Background: an optimization exercise with open tools, aiming at small area. Do not read the settings as production practice. Only simulation tests tie the RTL to the original design; equivalence was not proved.

## build 35
// sw_top
module sw_top (
    input  logic          clk,
    input  logic          reset,
    input  logic          valid_i,
    input  logic [1:0]    data_ref_i,
    input  logic [1:0]    data_query_i,
    output logic          finish_o,
    output logic [20:0]   best_o
);
For scale: about 560 cells after synthesis, about 29 I/O pins, roughly 9600 µm² of cells after synthesis.
==> flow/config.mk <==
export PLATFORM = sky130hd
export DESIGN_NAME = sw_top
export DESIGN_NICKNAME = sw_top
export VERILOG_FILES = /design/flow/design.v
export SDC_FILE = /design/flow/constraint.sdc
export NUM_CORES = 4
export LEC_CHECK = 0
export CAP_MARGIN = 20
export CORE_MARGIN = 2
export CORE_UTILIZATION = 40
export SLEW_MARGIN = 20
==> flow/constraint.sdc <==
create_clock -name core_clock -period 11.0 [get_ports {clk}]
set_input_delay 2.2000 -clock core_clock [delete_from_list [all_inputs] [get_ports {clk}]]
set_output_delay 2.2000 -clock core_clock [all_outputs]
set_load 0.01 [all_outputs]
standard.sh (not shown) runs the stock make flow with config.mk's settings and CLKGATE_MAP_FILE= SYNTH_SCRIPT=/design/flow/synth_recipe.tcl, a recipe that flattens the netlist after the stock synthesis.
==> flow/flow/run.sh <==
#!/bin/bash
# The standard layout (the standard.sh: unchanged synthesis, floorplan,
# power grid and placement) with two knobs changed:
#  - port buffers are sky130_fd_sc_hd__buf_1 instead of the default pick
#  - clock tree synthesis with these options and no dummy loads
# The run's full output goes to standard.log here; ORFS's own per-step logs
# are under orfs/logs/.
set -euo pipefail
export BUFFER_PORTS_ARGS="-buffer_cell sky130_fd_sc_hd__buf_1"
export CTS_ARGS="-sink_clustering_enable -repair_clock_nets -sink_clustering_size 22 -sink_clustering_max_diameter 50 -buf_list sky130_fd_sc_hd__clkbuf_8 -dont_use_dummy_load"
bash standard.sh > standard.log 2>&1
Setup changes, build 35 to build 98
--- a/flow/flow/run.sh
+++ b/flow/flow/run.sh
@@ -9,3 +9,3 @@
 export BUFFER_PORTS_ARGS="-buffer_cell sky130_fd_sc_hd__buf_1"
-export CTS_ARGS="-sink_clustering_enable -repair_clock_nets -sink_clustering_size 22 -sink_clustering_max_diameter 50 -buf_list sky130_fd_sc_hd__clkbuf_8 -dont_use_dummy_load"
+export CTS_ARGS="-sink_clustering_enable -repair_clock_nets -sink_clustering_size 16 -sink_clustering_max_diameter 60 -buf_list sky130_fd_sc_hd__clkbuf_4 sky130_fd_sc_hd__clkbuf_8 -dont_use_dummy_load"
 bash standard.sh > standard.log 2>&1
[summary]
Per the comparison of build 98 with build 35, starting utilization of the core area roughly the same; synthesized-area fraction occupied by xor and xnor cells flat.
Seen in the log of build 98: STA-0564 during clock tree synthesis (4_1_cts), after which the run never completed.
On share of cell area taken by muxes after synthesis, build 35 and build 98 are basically level.
Build 98 against build 35: die height level, synthesized instance count level.
Diff build 35..build 98 | post-DP HPWL | unchanged
[compare] base=build 35 new=build 98: last weighted congestion value of the routability-driven placer closely matched the old numbers, mean instance size in the synthesized netlist held.
From build 98 to build 35, register area share after synthesis did not move at all.
Diff build 98..build 35 | floorplan die width | unchanged
Input changes introduced in build 96 (baseline for comparison: build 98):
# build 98
export LEC_CHECK = 0
export CAP_MARGIN = 20
export CORE_MARGIN = 2
export CORE_UTILIZATION = 40
export SLEW_MARGIN = 20
create_clock -name core_clock -period 11.0 [get_ports {clk}]
# build 96
export LEC_CHECK = 0
export CAP_MARGIN = 20
export CORE_MARGIN = 2
export CORE_UTILIZATION = 40
export PLACE_DENSITY = 0.75
export SLEW_MARGIN = 20
create_clock -name core_clock -period 11.0 [get_ports {clk}]
--- a/flow/flow/run.sh
+++ b/flow/flow/run.sh
@@ -9,3 +9,3 @@
 export BUFFER_PORTS_ARGS="-buffer_cell sky130_fd_sc_hd__buf_1"
-export CTS_ARGS="-sink_clustering_enable -repair_clock_nets -sink_clustering_size 16 -sink_clustering_max_diameter 60 -buf_list sky130_fd_sc_hd__clkbuf_4 sky130_fd_sc_hd__clkbuf_8 -dont_use_dummy_load"
+export CTS_ARGS="-sink_clustering_enable -repair_clock_nets -sink_clustering_size 20 -sink_clustering_max_diameter 60 -buf_list sky130_fd_sc_hd__clkbuf_8 -dont_use_dummy_load"
 bash standard.sh > standard.log 2>&1
==> notes.md <==
- Build 96 finished every stage and its layout cleared the timing, design-rule and antenna checks.
- The post-placement cell count on build 98 is in line with that on build 96.
- Comparing build 96 against build 98, there is no change at all in multiplexer fraction of the synthesized cell area.
- In terms of number of enable flip-flop cells after synthesis, build 98 and build 96 differ only marginally.
- Diff build 96..build 98 | netlist area before placement | unchanged
- Against build 98, worst-case setup slack after placement in build 96 came out better.
- Going from build 98 to build 96, final weighted congestion in routability-driven placement grew by 0.023; die extent in y held steady.
- The placed wire-length estimate after detailed placement of build 96 was superior to that of build 98.
- Between build 96 and build 98, the placed cell area figures differ only marginally.
- Reported for build 96 and build 98, fraction of synthesized cell area in xor and xnor cells turned out identical to the last digit.
> inputs changed (build 96 -> build 6)
# build 96
export LEC_CHECK = 0
export CAP_MARGIN = 20
export CORE_MARGIN = 2
export CORE_UTILIZATION = 40
export PLACE_DENSITY = 0.75
export SLEW_MARGIN = 20
create_clock -name core_clock -period 11.0 [get_ports {clk}]
# build 6
export LEC_CHECK = 0
export CAP_MARGIN = 20
export CORE_MARGIN = 2
export CORE_UTILIZATION = 40
export SLEW_MARGIN = 20
create_clock -name core_clock -period 11.0 [get_ports {clk}]
Findings:
- Summary of build 6 over build 96: die area ~0 delta, final hold slack +16 ps.
- Design area: build 96 vs build 6 — no meaningful difference

==> separate check: timing with driven ports <==
No port has a modelled driver above. Below, the same layouts with a new extraction and two added sets of constraints.
Step 1, drivers: a clkbuf_16 drives clk and a buf_2 each remaining input, both assumed.
Step 2 times the ports against the registers' clock, not the clock port: input delays grow and output delays shrink by t, the midpoint of the rising clock arrivals with the driver on.
Slacks: ideal ports / drivers / drivers and shift; pairs: ideal ports / drivers.
run	shift t [ns]	setup WS [ns]	hold slack, ns
build 35	0.555	2.942 / 2.942 / 2.942	0.293 / 0.293 / 0.293
build 96	0.530	3.061 / 3.061 / 3.061	0.309 / 0.309 / 0.309
build 6	0.539	2.981 / 2.981 / 2.981	0.326 / 0.326 / 0.326
After both steps every run listed still meets setup and hold.
